Source: an optimization exercise on an open RTL-to-GDS flow (aim: small area, a short achievable clock period and few clock cycles per item). Production flows keep margins and buffers that such runs may drop. Only simulation tests tie the RTL to the original design; equivalence was not proved.

--- flow/run.sh ---
#!/bin/bash
# Layout flow: the standard flow, with the port buffers made of
# sky130_fd_sc_hd__buf_4 instead of the default (slower) delay buffer,
# and timing repair asked to aim well below the clock period (the
# constraints themselves are unchanged).
set -euo pipefail
export BUFFER_PORTS_ARGS="-buffer_cell sky130_fd_sc_hd__buf_4"
export SETUP_SLACK_MARGIN=10.8
bash standard.sh > standard_flow.log 2>&1
--- standard.sh ---
#!/bin/bash
# synth_recipe.tcl (not shown) runs the flow's synth.tcl, then flattens the netlist and writes it again
# the make line also repeats each setting of config.mk as NAME=value (left out here)
make -C /OpenROAD-flow-scripts/flow DESIGN_CONFIG=/design/flow/config.mk WORK_HOME=/design/flow/orfs CLKGATE_MAP_FILE= SYNTH_SCRIPT=/design/flow/synth_recipe.tcl "${@:-finish}"
--- config.mk ---
export PLATFORM = sky130hd
export DESIGN_NAME = ldpc_decoder_top
export DESIGN_NICKNAME = ldpc_decoder_top
export VERILOG_FILES = /design/flow/design.v
export SDC_FILE = /design/flow/constraint.sdc
export NUM_CORES = 4
export LEC_CHECK = 0
export ABC_AREA = 1
export CAP_MARGIN = 20
export CORE_MARGIN = 2
export CORE_UTILIZATION = 65
export CTS_CLUSTER_DIAMETER = 100
export CTS_CLUSTER_SIZE = 25
export SLEW_MARGIN = 20
--- constraint.sdc ---
create_clock -name core_clock -period 15.0 [get_ports {clk}]
set_input_delay 3.0000 -clock core_clock [delete_from_list [all_inputs] [get_ports {clk}]]
set_output_delay 3.0000 -clock core_clock [all_outputs]
set_load 0.01 [all_outputs]
--- design.v ---
package ldpc_pkg;
    localparam int LIFT_Z   = 8;
    localparam int NUM_ROWS = 2;
    localparam int NUM_COLS = 4;
    localparam int CODE_N   = NUM_COLS * LIFT_Z;
    localparam int LLR_W    = 6;
    localparam int VEC_W    = LIFT_Z * LLR_W;
    localparam int APP_W    = NUM_COLS * VEC_W;
    localparam int CMSG_W   = 16;
    localparam int ROWMSG_W = LIFT_Z * CMSG_W;
    typedef logic [LIFT_Z*LLR_W-1:0]  llr_vec_t;
    typedef logic [3:0]               iter_t;
endpackage
`timescale 1ns/1ps
module decode_ctrl #(
    parameter int NUM_ITER_MAX = 10
) (
    input  logic         clk,
    input  logic         rst_n,
    input  logic         in_req,
    input  logic [1:0]   in_col,
    input  logic [47:0]  in_llr,
    input  logic [3:0]   max_iter,
    input  logic         out_ack,
    input  logic         syndrome_zero,
    input  logic [31:0]  hard_bits,
    output logic         in_ack,
    output logic         slot_free,    
    output logic [191:0] ld,
    output logic         out_req,
    output logic [31:0]  decoded,
    output logic [3:0]   iterations_used,
    output logic         decode_success,
    output logic [15:0]  cycle_count
);
    logic [191:0] fbuf;
    logic [191:0] fbuf_d;
    logic [3:0]   flim;
    logic [3:0]   flim_d;
    logic [53:0]  head;          
    logic         head_v;
    logic [2:0]   fcnt;          
    logic         acc;
    logic         pop;
    logic         frame_avail;
    logic         start;
    assign acc         = in_req && !in_ack && (!head_v || pop);
    assign pop         = head_v && !fcnt[2];
    assign frame_avail = fcnt[2] || (fcnt == 3'd3 && pop);
    always_comb begin
        fbuf_d = fbuf;
        for (int c = 0; c < 4; c++)
            if (pop && head[49:48] == 2'(c))
                fbuf_d[48*c +: 48] = head[47:0];
        flim_d = flim;
        if (pop && head[49:48] == 2'd0)
            flim_d = (head[53:50] > 4'(NUM_ITER_MAX)) ? 4'(NUM_ITER_MAX) : head[53:50];
    end
    always_ff @(posedge clk) begin
        fbuf <= fbuf_d;
        flim <= flim_d;
        if (acc) head <= {max_iter, in_col, in_llr};
    end
    always_comb begin
        for (int j = 0; j < 4; j++) begin
            for (int p = 0; p < 8; p++) begin
                logic [5:0] x;
                x = fbuf_d[(j*8 + ((p + j) % 8))*6 +: 6];
                ld[(j*8 + p)*6 +: 6] = {x[5], x[4:1], x[0] | (x[5] & ~|x[4:0])};
            end
        end
    end
    logic       a_v, a_row;
    logic [3:0] a_k, a_lim;
    logic [1:0] a_tag;
    logic       p_v, p_row, p_last;
    logic [3:0] p_k, p_lim;
    logic [1:0] p_tag;
    logic       c_v, c_last;
    logic [3:0] c_k;
    logic [1:0] c_tag;
    logic       fin, kill;
    logic [2:0] seq;            
    logic [2:0] optr;           
    logic [2:0] inflight;       
    logic [3:0] r_valid;
    logic       out_done;
    assign fin      = c_v && (syndrome_zero || c_last);
    assign kill     = fin && !c_last;        
    assign inflight = seq - optr;
    assign slot_free = !p_v || p_last;
    assign start    = slot_free && frame_avail && !inflight[2];
    assign out_done = out_req && out_ack;
    always_ff @(posedge clk or negedge rst_n) begin
        if (!rst_n) begin
            in_ack   <= 1'b0;
            head_v   <= 1'b0;
            fcnt     <= '0;
            a_v      <= 1'b0;
            p_v      <= 1'b0;
            c_v      <= 1'b0;
            seq      <= '0;
            optr     <= '0;
            r_valid  <= '0;
            out_req  <= 1'b0;
        end else begin
            in_ack <= in_ack ? in_req : acc;
            head_v <= acc || (head_v && !pop);
            fcnt <= start ? 3'd0 : fcnt + 3'(pop);
            p_v <= a_v && !kill;
            a_v <= (p_v && !p_last) || start;
            c_v <= p_v && p_row;
            if (start) seq <= seq + 1'b1;
            if (fin) r_valid[c_tag] <= 1'b1;
            if (out_done) optr <= optr + 1'b1;
            if (out_req) begin
                if (out_ack) begin
                    out_req         <= 1'b0;
                    r_valid[optr[1:0]] <= 1'b0;
                end
            end else if (r_valid[optr[1:0]] && !out_ack) begin
                out_req <= 1'b1;
            end
        end
    end
    always_ff @(posedge clk) begin
        p_row   <= a_row;
        p_last  <= a_row && (a_k + 1'b1 >= a_lim);
        p_k     <= a_k;
        p_lim   <= a_lim;
        p_tag   <= a_tag;
        c_last  <= p_last;
        c_k     <= p_k + 1'b1;
        c_tag   <= p_tag;
        if (slot_free) begin
            a_row   <= 1'b0;
            a_k     <= '0;
            a_lim   <= flim_d;
            a_tag   <= seq[1:0];
        end else begin
            a_row   <= !p_row;
            a_k     <= p_k + 4'(p_row);
            a_lim   <= p_lim;
            a_tag   <= p_tag;
        end
    end
    logic [3:0][31:0] r_dec;
    logic [3:0][3:0]  r_it;
    logic [3:0]       r_ok;
    always_ff @(posedge clk) begin
        for (int t = 0; t < 4; t++) begin
            if (fin && c_tag == 2'(t)) begin
                r_dec[t] <= hard_bits;
                r_it[t]  <= c_k;
                r_ok[t]  <= syndrome_zero;
            end
        end
    end
    always_ff @(posedge clk) begin
        decoded         <= r_dec[optr[1:0]];
        iterations_used <= r_it[optr[1:0]];
        decode_success  <= r_ok[optr[1:0]];
        cycle_count     <= {12'd0, r_it[optr[1:0]]} + {10'd0, r_it[optr[1:0]], 2'b00};
    end
endmodule
`timescale 1ns/1ps
module app_memory (
    input  logic         clk,
    input  logic         start,        
    input  logic [191:0] ld,
    input  logic [191:0] upd,          
    output logic [191:0] app,
    output logic [31:0]  hard_q        
);
    logic [191:0] nxt;
    for (genvar j = 0; j < 4; j++) begin : g_col
        localparam int E = (j == 0) ? 0 : (j == 1) ? 2 : (j == 2) ? 3 : 4;
        for (genvar k = 0; k < 8; k++) begin : g_lane
            assign nxt[(j*8 + ((E + 8 - k) % 8))*6 +: 6] = upd[(j*8 + k)*6 +: 6];
        end
    end
    always_ff @(posedge clk) begin
        for (int j = 0; j < 4; j++) begin
            for (int k = 0; k < 8; k++) begin
                hard_q[j*8 + ((((j == 0) ? 0 : (j == 1) ? 3 : (j == 2) ? 5 : 7) + 8 - k) % 8)] <=
                    upd[(j*8 + k)*6 + 5];
            end
        end
    end
    always_ff @(posedge clk) begin
        if (start)
            app <= ld;
        else
            app <= nxt;
    end
endmodule
`timescale 1ns/1ps
module cn_stage1 (
    input  logic [23:0] app,         
    input  logic [23:0] nr,          
    output logic [23:0] q,           
    output logic [19:0] sc,          
    output logic [5:0]  lt           
);
    logic [5:0] ad [4];
    function automatic logic less6(input logic [5:0] a, input logic [5:0] b);
        logic [5:0] l, e;
        logic l10, e10, l32, e32, l54, e54, l30, e30;
        l = ~a & b;
        e = ~(a ^ b);
        l10 = l[1] | (e[1] & l[0]);  e10 = e[1] & e[0];
        l32 = l[3] | (e[3] & l[2]);  e32 = e[3] & e[2];
        l54 = l[5] | (e[5] & l[4]);  e54 = e[5] & e[4];
        l30 = l32 | (e32 & l10);     e30 = e32 & e10;
        less6 = l54 | (e54 & l30);
    endfunction
    always_comb begin
        for (int j = 0; j < 4; j++) begin
            logic [6:0] dj;
            logic [4:0] mq;
            logic [6:0] t;
            dj = {app[6*j+5], app[6*j +: 6]} + {nr[6*j+5], nr[6*j +: 6]};
            if (!dj[6] && dj[5])
                q[6*j +: 6] = 6'b011111;
            else if (dj[6] && (!dj[5] || dj[4:0] == 5'd0))
                q[6*j +: 6] = 6'b100001;
            else
                q[6*j +: 6] = dj[5:0];
            ad[j] = (dj[5:0] ^ {6{dj[6]}}) + {5'd0, dj[6]};
            mq = ad[j][5] ? 5'd31 : ad[j][4:0];
            t  = {2'b00, mq} + {1'b0, mq, 1'b0};
            sc[5*j +: 5] = t[6:2];
        end
        lt[0] = less6(ad[1], ad[0]);
        lt[1] = less6(ad[2], ad[0]);
        lt[2] = less6(ad[2], ad[1]);
        lt[3] = less6(ad[3], ad[0]);
        lt[4] = less6(ad[3], ad[1]);
        lt[5] = less6(ad[3], ad[2]);
    end
endmodule
module cn_stage2 (
    input  logic [23:0] q,           
    input  logic [19:0] sc,
    input  logic [5:0]  lt,
    output logic [23:0] app_new,
    output logic [15:0] msg_new      
);
    logic [4:0] s [4];
    logic [4:0] rm [4];       
    logic       l10, l20, l21, l30, l31, l32;
    logic [3:0] amin;         
    logic [3:0] sq;
    logic       par;
    assign {l32, l31, l30, l21, l20, l10} = lt;
    always_comb begin
        for (int j = 0; j < 4; j++) begin
            s[j]  = sc[5*j +: 5];
            sq[j] = q[6*j + 5];
        end
        rm[0] = (!l21 && !l31) ? s[1] : (!l32 ? s[2] : s[3]);
        rm[1] = (!l20 && !l30) ? s[0] : (!l32 ? s[2] : s[3]);
        rm[2] = ( l10 && !l31) ? s[1] : (!l30 ? s[0] : s[3]);
        rm[3] = ( l10 && !l21) ? s[1] : (!l20 ? s[0] : s[2]);
        amin[0] = !l10 && !l20 && !l30;
        amin[1] =  l10 && !l21 && !l31;
        amin[2] =  l20 &&  l21 && !l32;
        amin[3] =  l30 &&  l31 &&  l32;
        par = sq[0] ^ sq[1] ^ sq[2] ^ sq[3];
    end
    always_comb begin
        for (int j = 0; j < 4; j++) begin
            logic       ng;
            logic [6:0] d;
            ng = par ^ sq[j];
            d  = {q[6*j+5], q[6*j +: 6]} + ({2'b00, rm[j]} ^ {7{ng}}) + {6'd0, ng};
            if (!d[6] && d[5])
                app_new[6*j +: 6] = 6'b011111;
            else if (d[6] && (!d[5] || d[4:0] == 5'd0))
                app_new[6*j +: 6] = 6'b100001;
            else
                app_new[6*j +: 6] = d[5:0];
        end
    end
    always_comb begin
        logic [4:0] m1s, m2s;
        logic [1:0] idx;
        m1s = ({5{amin[0]}} & s[0]) | ({5{amin[1]}} & s[1]) |
              ({5{amin[2]}} & s[2]) | ({5{amin[3]}} & s[3]);
        m2s = ({5{amin[0]}} & rm[0]) | ({5{amin[1]}} & rm[1]) |
              ({5{amin[2]}} & rm[2]) | ({5{amin[3]}} & rm[3]);
        idx = {amin[2] | amin[3], amin[1] | amin[3]};
        msg_new = {sq ^ {4{par}}, idx, m2s, m1s};
    end
endmodule
module layer_unit (
    input  logic         clk,
    input  logic         msg_clear,    
    input  logic [191:0] app,          
    output logic [191:0] upd           
);
    logic [191:0] p_q;
    logic [159:0] p_sc;
    logic [47:0]  p_lt;
    logic [127:0] m2, m1;
    logic [191:0] m0;
    logic [127:0] msg_n;
    logic [191:0] s1_q;
    logic [159:0] s1_sc;
    logic [47:0]  s1_lt;
    logic [191:0] x_nr;
    for (genvar i = 0; i < 8; i++) begin : g_cn
        logic [23:0] a_in, nr_in, a_out;
        for (genvar j = 0; j < 4; j++) begin : g_col
            assign a_in[6*j +: 6]         = app[(j*8 + i)*6 +: 6];
            assign upd[(j*8 + i)*6 +: 6]  = a_out[6*j +: 6];
        end
        assign nr_in = m0[24*i +: 24];
        cn_stage1 u_s1 (
            .app (a_in),
            .nr  (nr_in),
            .q   (s1_q[24*i +: 24]),
            .sc  (s1_sc[20*i +: 20]),
            .lt  (s1_lt[6*i +: 6])
        );
        cn_stage2 u_s2 (
            .q       (p_q[24*i +: 24]),
            .sc      (p_sc[20*i +: 20]),
            .lt      (p_lt[6*i +: 6]),
            .app_new (a_out),
            .msg_new (msg_n[16*i +: 16])
        );
        always_comb begin
            logic [15:0] c;
            logic [4:0]  mg;
            c = m1[16*i +: 16];
            for (int j = 0; j < 4; j++) begin
                mg = (c[11:10] == 2'(j)) ? c[9:5] : c[4:0];
                x_nr[24*i + 6*j +: 6] = c[12 + j] ? {1'b0, mg} : -{1'b0, mg};
            end
        end
    end
    always_ff @(posedge clk) begin
        p_q  <= s1_q;
        p_sc <= s1_sc;
        p_lt <= s1_lt;
        m1   <= m2;
        if (msg_clear) begin
            m2 <= '0;
            m0 <= '0;
        end else begin
            m2 <= msg_n;
            m0 <= x_nr;
        end
    end
endmodule
`timescale 1ns/1ps
module syndrome_check (
    input  logic [31:0] hard_bits,
    output logic        syndrome_zero
);
    logic [15:0] syn;
    always_comb begin
        for (int i = 0; i < 8; i++) begin
            syn[i]     = hard_bits[i] ^ hard_bits[8 + ((i + 1) % 8)] ^
                         hard_bits[16 + ((i + 2) % 8)] ^ hard_bits[24 + ((i + 3) % 8)];
            syn[8 + i] = hard_bits[i] ^ hard_bits[8 + ((i + 3) % 8)] ^
                         hard_bits[16 + ((i + 5) % 8)] ^ hard_bits[24 + ((i + 7) % 8)];
        end
    end
    assign syndrome_zero = ~|syn;
endmodule
`timescale 1ns/1ps
module ldpc_decoder_top #(
    parameter int NUM_ITER_MAX = 10
) (
    input  logic               clk,
    input  logic               rst_n,
    input  logic               in_req,
    input  logic [1:0]         in_col,
    input  ldpc_pkg::llr_vec_t in_llr,
    input  ldpc_pkg::iter_t    max_iter,
    output logic               in_ack,
    input  logic               out_ack,
    output logic               out_req,
    output logic [31:0]        decoded,
    output ldpc_pkg::iter_t    iterations_used,
    output logic               decode_success,
    output logic [15:0]        cycle_count
);
    logic         slot_free;
    logic [191:0] ld;
    logic [191:0] app;
    logic [191:0] upd;
    logic [31:0]  hard_bits;
    logic         syndrome_zero;
    decode_ctrl #(
        .NUM_ITER_MAX (NUM_ITER_MAX)
    ) u_ctrl (
        .clk             (clk),
        .rst_n           (rst_n),
        .in_req          (in_req),
        .in_col          (in_col),
        .in_llr          (in_llr),
        .max_iter        (max_iter),
        .out_ack         (out_ack),
        .syndrome_zero   (syndrome_zero),
        .hard_bits       (hard_bits),
        .in_ack          (in_ack),
        .slot_free       (slot_free),
        .ld              (ld),
        .out_req         (out_req),
        .decoded         (decoded),
        .iterations_used (iterations_used),
        .decode_success  (decode_success),
        .cycle_count     (cycle_count)
    );
    app_memory u_app (
        .clk   (clk),
        .start (slot_free),
        .ld    (ld),
        .upd    (upd),
        .app    (app),
        .hard_q (hard_bits)
    );
    layer_unit u_layer (
        .clk       (clk),
        .msg_clear (slot_free),
        .app       (app),
        .upd       (upd)
    );
    syndrome_check u_syn (
        .hard_bits     (hard_bits),
        .syndrome_zero (syndrome_zero)
    );
endmodule
==> results.toml, run 1 <==
[sta]
final.period_utilization_pct = 28.6
timing.final.setup_violations = 0
worst_clock_skew_ns = 0.0405
timing_hold_violations_final = 0
post-route-min-period_ns = 4.28
slew-limit-headroom_pct = 21.7
clock.fmax_mhz = 233
unrepaired_setup_endpoints_after_global_routing = "yes"
tightest_slew_ns = 1.16
maxSlewViolCount = 0
timing.setup.tns_ns = 0

[setup_path]
r2r-end = "u_layer.p_sc[153]$_DFF_P_"
crit_fanout = 3
delay_of_the_slowest_critical_path_stage_ns = 0.42
endpoint_kind = "primary output"
crit_arrival_ns = 1.28
critical_path.slowest_cell = "sky130_fd_sc_hd__dfrtp_1"
rr_startpoint = "u_app.app[138]$_DFF_P_"
type_of_origin_of_the_critical_path = "flip-flop"
timing.setup.critical_path_class = "flip-flop to primary output"
critical_path.n_buffers_inverters = 1
regToRegSetupSlack_ns = 11.10
path_cells = "buf_6"
critical_path.top_delay_family = "flip-flops"
worst_ep_required_time_ns = 12.00
ff_to_ff_path_depth = 22

[floorplanning]
initial_core_util_pct = 65.6
die_span_in_y_um = 374
num_rows = 135
area_of_the_core_region_sq_um = 136000
die-width_um = 374
die_area_sq_um = 140000
io_pins = 113

[cts]
numCtsBuffers = 73
clk_transition_reported_paths_ns = 0.11
number_of_buffers_inserted_by_hold_repair_at_cts = 0
cts.root.buffer_cell = "sky130_fd_sc_hd__clkbuf_16"
clock_path_buffers = 3
worstSkewPairLatency_ns = 0.74
cts_tree = "done"
clock_tree.htree_level_count = 3
clock-sinks = 1561

[layout]
areaGrowthSynthToFinish_pct = 5.52
drive_gt1_share_pct = 6.32
fin_nets = 12600
diodes = 0
nFillCells = 11300

[worst_hold_path]
endpoint_with_the_worst_hold_slack = "u_layer.m1[13]$_DFF_P_"
hold_path.startpoint = "u_layer.m2[13]$_SDFF_PN0_"
holdCritPathClass = "flip-flop to flip-flop"
min_delay_path_depth = 0

[yosys]
synthesis.instances = 11600
postSynth.topFlopCell = "sky130_fd_sc_hd__dfxtp_1"
asr_flop_ratio_synth_pct = 1.22
synth-seq-cells = 1561
synth_enable_flop_cells = 202
yosys_warnings = 9
seq_area_frac_synth_pct = 37.4
synth.cell_area_sq_um = 89100
post_synth.cell_area_avg_sq_um = 7.66
synth_cell_types = 72

[placed_design]
dp_hpwl_um = 202000
gpl.final_weighted_congestion = 0.998
io_buffer_count = 103

[detailed_routing]
drt_iter0_drcs = 7398
final_antenna_net_count = 0
route.detailed.wl_per_inst_um = 19.2
routed_via_density = 5.78
route.detailed.drc = 0
wl_um = 259000
detailedRoute.firstPassIterationCount = 7
vias = 78000

[global_routing]
first_global_vias = 74100
global_route.overflow_total = 0
grt_pass1_wl_um = 400000
groute.usage.overall_pct = 36.1
grt_max_degree = 180
grt_antenna_before_repair = 12

[run_status]
run_status = "complete, no violations"

[run]
maxCapViolations = 0
synthesized netlist by cell type (all sizes together), types with 116 or more instances:
library cell / instances / share of area, %
a21oi: 619 / 3.5
clkbuf: 116 / 0.49
dfxtp: 1340 / 30
edfxtp: 202 / 6.8
ha: 745 / 10
inv: 1782 / 7.5
nand2: 2737 / 12
nand3: 841 / 4.9
nor2: 588 / 2.6
nor3: 193 / 1.1
o21ai: 984 / 5.6
or2: 127 / 0.89
xnor2: 153 / 1.5
xor2: 344 / 3.5
metal layers:
layer	global-route usage, %	wire length [um]
met2	59.6	118000
met5	0	50
met1	46.2	107000
met3	5.10	19700
met4	18.0	14600
cells in the final DEF, fill, tap and decap left out, types with 55 or more instances in the layout:
master	Yosys	final
sky130_fd_sc_hd__nand2_1	2602	2601
sky130_fd_sc_hd__inv_1	1726	1723
sky130_fd_sc_hd__dfxtp_1	1340	1298
sky130_fd_sc_hd__o21ai_0	914	914
sky130_fd_sc_hd__nand3_1	805	803
sky130_fd_sc_hd__ha_1	745	745
sky130_fd_sc_hd__a21oi_1	615	615
sky130_fd_sc_hd__nor2_1	568	567
sky130_fd_sc_hd__xor2_1	334	334
sky130_fd_sc_hd__edfxtp_1	202	202
sky130_fd_sc_hd__nor3_1	187	186
sky130_fd_sc_hd__xnor2_1	150	150
sky130_fd_sc_hd__nand2_2	105	105
sky130_fd_sc_hd__or2_2	103	103
sky130_fd_sc_hd__fa_1	97	97
sky130_fd_sc_hd__buf_4	18	96
sky130_fd_sc_hd__o22ai_1	75	75
sky130_fd_sc_hd__clkbuf_16	0	73
sky130_fd_sc_hd__nand4_1	71	71
sky130_fd_sc_hd__nand3b_1	57	57
sky130_fd_sc_hd__o21bai_1	57	57
sky130_fd_sc_hd__inv_2	54	55
layout make-up:
class,count,area [sq um],area share [%]
timing repair buffer,145,1280,1.36
sequential,1561,33400,35.5
clock buffer,100,1950,2.07
tap,1781,2230,2.37
clock inverter,13,214,0.227
inverter,1782,6710,7.14
multi-input combinational,8106,48300,51.3
sequential cells by signal (all words and copies together) (netlist names), 48 cells and up:
signal        flops
u_layer.p_lt     48
u_layer.m0      192
u_layer.p_sc    160
u_layer.m2      128
u_ctrl.r_dec    128
u_app.app       192
u_ctrl.fbuf     192
u_ctrl.head      54
u_layer.p_q     192
u_layer.m1      128
metrics by stage:
stage	std cells	hold WS [ns]	instance area [sq um]	setup slack [ns]	utilization, %
global placement	13400	0.310	91600	10.48	67.5
finish	13500	0.317	94100	10.72	69.3
CTS	13500	0.316	94000	10.68	69.2
global route	13500	0.318	94100	10.66	69.3
floorplan	11700	0.310	89200	10.16	-
detailed placement	13400	0.312	91600	10.46	67.5
cell families after synthesis:
family / share of synthesized area (%)
mux: 0.389
other cells: 0.00421
buf+inv: 8.54
compound gates: 12.9
flops: 37.4
fa+ha+maj: 12.7
simple gates: 22.9
xor+xnor: 5.06
worst max path at each step:
stage                              from                   endpoint  slack [ns]  cells after the start
4_1_cts         u_ctrl.in_ack$_DFF_PN0_                     in_ack       10.68                      1
3_3_place_gp                     in_req  u_ctrl.head[14]$_DFFE_PP_       10.48                      4
3_5_place_dp                     in_req  u_ctrl.head[14]$_DFFE_PP_       10.46                      4
2_1_floorplan                    in_req   u_ctrl.head[0]$_DFFE_PP_       10.16                      2
5_1_grt        u_ctrl.out_req$_DFF_PN0_                    out_req       10.66                      1
6_report       u_ctrl.out_req$_DFF_PN0_                    out_req       10.72                      1
repair_timing:
action                     in CTS  in global routing
resized for setup              74                 15
cloned                          0                  0
setup endpoints to repair      46                 46
buffers inserted                1                  2
Testbench counts, summed over its fixed seeds: cycles 13,186, frames 1,200.
==> run 2, diff against run 1 <==
--- a/design.v
+++ b/design.v
@@ -45,5 +45,7 @@
     logic         frame_avail;
     logic         start;
-    assign acc         = in_req && !in_ack && (!head_v || pop);
+    logic         ack_i;
+    logic         oreq_i;
+    assign acc         = in_req && !ack_i && (!head_v || pop);
     assign pop         = head_v && !fcnt[2];
     assign frame_avail = fcnt[2] || (fcnt == 3'd3 && pop);
@@ -91,8 +93,9 @@
     assign slot_free = !p_v || p_last;
     assign start    = slot_free && frame_avail && !inflight[2];
-    assign out_done = out_req && out_ack;
+    assign out_done = oreq_i && out_ack;
     always_ff @(posedge clk or negedge rst_n) begin
         if (!rst_n) begin
             in_ack   <= 1'b0;
+            ack_i    <= 1'b0;
             head_v   <= 1'b0;
             fcnt     <= '0;
@@ -104,6 +107,8 @@
             r_valid  <= '0;
             out_req  <= 1'b0;
+            oreq_i   <= 1'b0;
         end else begin
-            in_ack <= in_ack ? in_req : acc;
+            ack_i  <= ack_i ? in_req : acc;
+            in_ack <= in_req && (ack_i || !head_v || pop);
             head_v <= acc || (head_v && !pop);
             fcnt <= start ? 3'd0 : fcnt + 3'(pop);
@@ -114,12 +119,13 @@
             if (fin) r_valid[c_tag] <= 1'b1;
             if (out_done) optr <= optr + 1'b1;
-            if (out_req) begin
+            if (oreq_i) begin
                 if (out_ack) begin
-                    out_req         <= 1'b0;
+                    oreq_i             <= 1'b0;
                     r_valid[optr[1:0]] <= 1'b0;
                 end
             end else if (r_valid[optr[1:0]] && !out_ack) begin
-                out_req <= 1'b1;
+                oreq_i <= 1'b1;
             end
+            out_req <= !out_ack && (oreq_i || r_valid[optr[1:0]]);
         end
     end
==> results.toml, run 2 <==
[run_status]
run_status = "complete, no violations"

[worst_hold_path]
min_delay_path_depth = 0
holdCritPathClass = "flip-flop to flip-flop"

[global_routing]
grt.met2_usage_pct = 58.1
groute.usage.overall_pct = 35.4
first_global_vias = 73200
global_route.overflow_total = 0
grt.met3_usage_pct = 4.25
grt_antenna_before_repair = 22
grt_pass1_wl_um = 394000
grt_util_met1_pct = 46.3
grt_max_degree = 110
gr-max-usage-layer = "met2"

[yosys]
synth-seq-cells = 1563
yosys.cell_count.top_type = "sky130_fd_sc_hd__nand2_1"
post_synth.cell_area_avg_sq_um = 7.65
asr_flop_ratio_synth_pct = 1.34
synth.top_cells.by_area = "sky130_fd_sc_hd__dfxtp_1 30%, sky130_fd_sc_hd__nand2_1 11%, sky130_fd_sc_hd__ha_1 10%, sky130_fd_sc_hd__inv_1 7.3%, sky130_fd_sc_hd__edfxtp_1 6.8%"
synth.largest_area_cell = "sky130_fd_sc_hd__dfxtp_1"
synth_cell_types = 76
synth_commonest_cells = "2,626 x sky130_fd_sc_hd__nand2_1, 1,747 x sky130_fd_sc_hd__inv_1, 1,340 x sky130_fd_sc_hd__dfxtp_1"
yosysTopAreaCellShare_pct = 30.0
synth.cell_area_sq_um = 89500
yosys_warnings = 9
seq_area_frac_synth_pct = 37.4
synth_enable_flop_cells = 202
synthesis.instances = 11700
postSynth.topFlopCell = "sky130_fd_sc_hd__dfxtp_1"

[layout]
areaGrowthSynthToFinish_pct = 5.27
fin_nets = 12600
mostFrequentLayoutCells = "2,624 x sky130_fd_sc_hd__nand2_1, 1,745 x sky130_fd_sc_hd__inv_1, 1,328 x sky130_fd_sc_hd__dfxtp_1"
nFillCells = 11300
final_common_cell = "sky130_fd_sc_hd__nand2_1"
fin_cells = 13600
finalInstanceArea_sq_um = 94200
utilization_pct = 68.8
area_of_the_multi_input_gates_sq_um = 48400
register_area_sq_um = 33400
drive_gt1_share_pct = 6.07

[sta]
timing.final.setup_violations = 0
unrepaired_setup_endpoints_after_global_routing = "yes"
worst_clock_skew_ns = 0.0270
timing_hold_violations_final = 0
timing.setup.tns_ns = 0
timing.hold.ws_ns = 0.325
post-route-min-period_ns = 4.23
maxSlewViolCount = 0
clock.fmax_mhz = 236
final.period_utilization_pct = 28.2
slew-limit-headroom_pct = 19.9
tightest_slew_ns = 1.19
layout_setup_ws_ns = 10.77

[detailed_routing]
route.detailed.drc = 0
wl_um = 255000
drt_iter0_drcs = 7067
final_antenna_net_count = 0
route.detailed.wl_per_inst_um = 18.8
routed_via_density = 5.73
detailedRoute.firstPassIterationCount = 7
vias = 77700

[cts]
cts_tree = "done"
clk_transition_reported_paths_ns = 0.10
clock-sinks = 1563
clock_tree.htree_level_count = 3
cts.root.buffer_cell = "sky130_fd_sc_hd__clkbuf_16"
clock_path_buffers = 3
number_of_buffers_inserted_by_hold_repair_at_cts = 0
worstSkewPairLatency_ns = 0.72
numCtsBuffers = 74

[setup_path]
worst-path-stages = 1
crit_arrival_ns = 1.23
crit_fanout = 1
critical_path.top_delay_family = "flip-flops"
worst_ep_required_time_ns = 12.00
endpoint_kind = "primary output"
critical_path.slowest_cell = "sky130_fd_sc_hd__dfrtp_1"
ff_to_ff_path_depth = 23
type_of_origin_of_the_critical_path = "flip-flop"
timing.setup.critical_path_class = "flip-flop to primary output"
path_cells = "buf_6"
delay_of_the_slowest_critical_path_stage_ns = 0.40
critical_path.n_buffers_inverters = 1

[floorplanning]
initial_core_util_pct = 65.3
die_area_sq_um = 141000
die-width_um = 375
io_pins = 113
area_of_the_core_region_sq_um = 137000
die_span_in_y_um = 375
num_rows = 136

[placed_design]
io_buffer_count = 103
placement.setup.worst_slack_ns = 10.47
dp_cells = 13400
placedInstanceArea_sq_um = 91900
gpl.final_weighted_congestion = 0.978
dp_hpwl_um = 201000

[run]
maxCapViolations = 0
==> run 2: changes by cell type in the layout (fill, tap and decap cells not counted), moves of 11 or more <==
| cell | before | now |
|---|---|---|
| sky130_fd_sc_hd__buf_4 | 96 | 120 |
| sky130_fd_sc_hd__buf_6 | 46 | 19 |
| sky130_fd_sc_hd__dfxtp_1 | 1298 | 1328 |
| sky130_fd_sc_hd__dfxtp_2 | 42 | 12 |
| sky130_fd_sc_hd__inv_1 | 1723 | 1745 |
| sky130_fd_sc_hd__nand2_1 | 2601 | 2624 |
| sky130_fd_sc_hd__nand3_1 | 803 | 763 |
| sky130_fd_sc_hd__nand4_1 | 71 | 90 |
| sky130_fd_sc_hd__nor2_1 | 567 | 578 |
| sky130_fd_sc_hd__o211ai_1 | 47 | 61 |
| sky130_fd_sc_hd__o21ai_0 | 914 | 878 |
| sky130_fd_sc_hd__o21ai_1 | 49 | 67 |
| sky130_fd_sc_hd__xor2_1 | 334 | 318 |
==> run 2: final timing paths <==
| check | start | end | slack [ns] |
|---|---|---|---|
| setup / recovery | u_ctrl.in_ack$_DFF_PN0_ | in_ack | 10.77 |
| hold / removal | u_layer.m2[66]$_SDFF_PN0_ | u_layer.m1[66]$_DFF_P_ | 0.33 |
| max in group asynchronous | rst_n | u_ctrl.optr[0]$_DFFE_PN0P_ | 12.60 |
| setup reg to reg | u_layer.m0[168]$_SDFF_PN0_ | u_layer.p_sc[143]$_DFF_P_ | 11.04 |
| min in group asynchronous | rst_n | u_ctrl.seq[0]$_DFFE_PN0P_ | 2.15 |
| hold reg to reg | u_layer.m2[66]$_SDFF_PN0_ | u_layer.m1[66]$_DFF_P_ | 0.33 |
==> run 2: final cells by class <==
| cell class | instances | share of cell area [%] |
|---|---|---|
| Inverter | 1798 | 7.18 |
| Timing Repair Buffer | 139 | 1.18 |
| Sequential cell | 1563 | 35.5 |
| Clock buffer | 101 | 2.12 |
| Tap cell | 1794 | 2.38 |
| Antenna cell | 10 | 0.0266 |
| Multi-Input combinational cell | 8138 | 51.4 |
| Clock inverter | 14 | 0.202 |
==> run 2: what timing repair did <==
action	CTS	global route
endpoints found under the setup margin	19	8
resized for setup	31	0
buffers inserted	0	0
==> run 2: logic make-up after synthesis <==
logic type / Yosys count / synth area share, %
buf+inv: 2007 / 8.63
compound gates: 2057 / 13.0
xor+xnor: 482 / 4.82
other cells: 1 / 0.00419
mux: 30 / 0.344
fa+ha+maj: 854 / 12.7
flops: 1563 / 37.4
simple gates: 4706 / 23.1
==> run 2: metal layers <==
metal | routed length, um | part of all wire (%)
met1 | 108000 | 42
met2 | 115000 | 45
met3 | 18000 | 7.1
met4 | 13200 | 5.2
met5 | 0 | 0
Testbench counts of run 2, summed over its fixed seeds: cycles 13,186, frames 1,200.

[port drivers added, routing unchanged]
No port has a modelled driver above. Below, the same layouts with a new extraction and two added sets of constraints.
Step 1: set_driving_cell puts a clkbuf_16 on clk and a buf_2 on each other input, an assumption about the parent block.
Step 2 moves the port delays by t, midway between the first and last clock arrival at a register: inputs arrive t later, outputs are due t later. That takes back most of the time a late clock gives input paths.
Three values: no drivers, after step 1, after step 2; two values: the first two.
run | t (ns) | slack for setup (ns) | worst register clock-pin slew, ns
run 1 | 0.806 | 10.717 / 10.634 / 10.407 | 0.11 / 0.11
run 2 | 0.790 | 10.768 / 10.685 / 10.440 | 0.11 / 0.11
After both steps setup and hold are still met in every run listed. The setup slack of run 2, which loses most, moves by -0.083 ns with the drivers and by -0.328 ns with both steps.
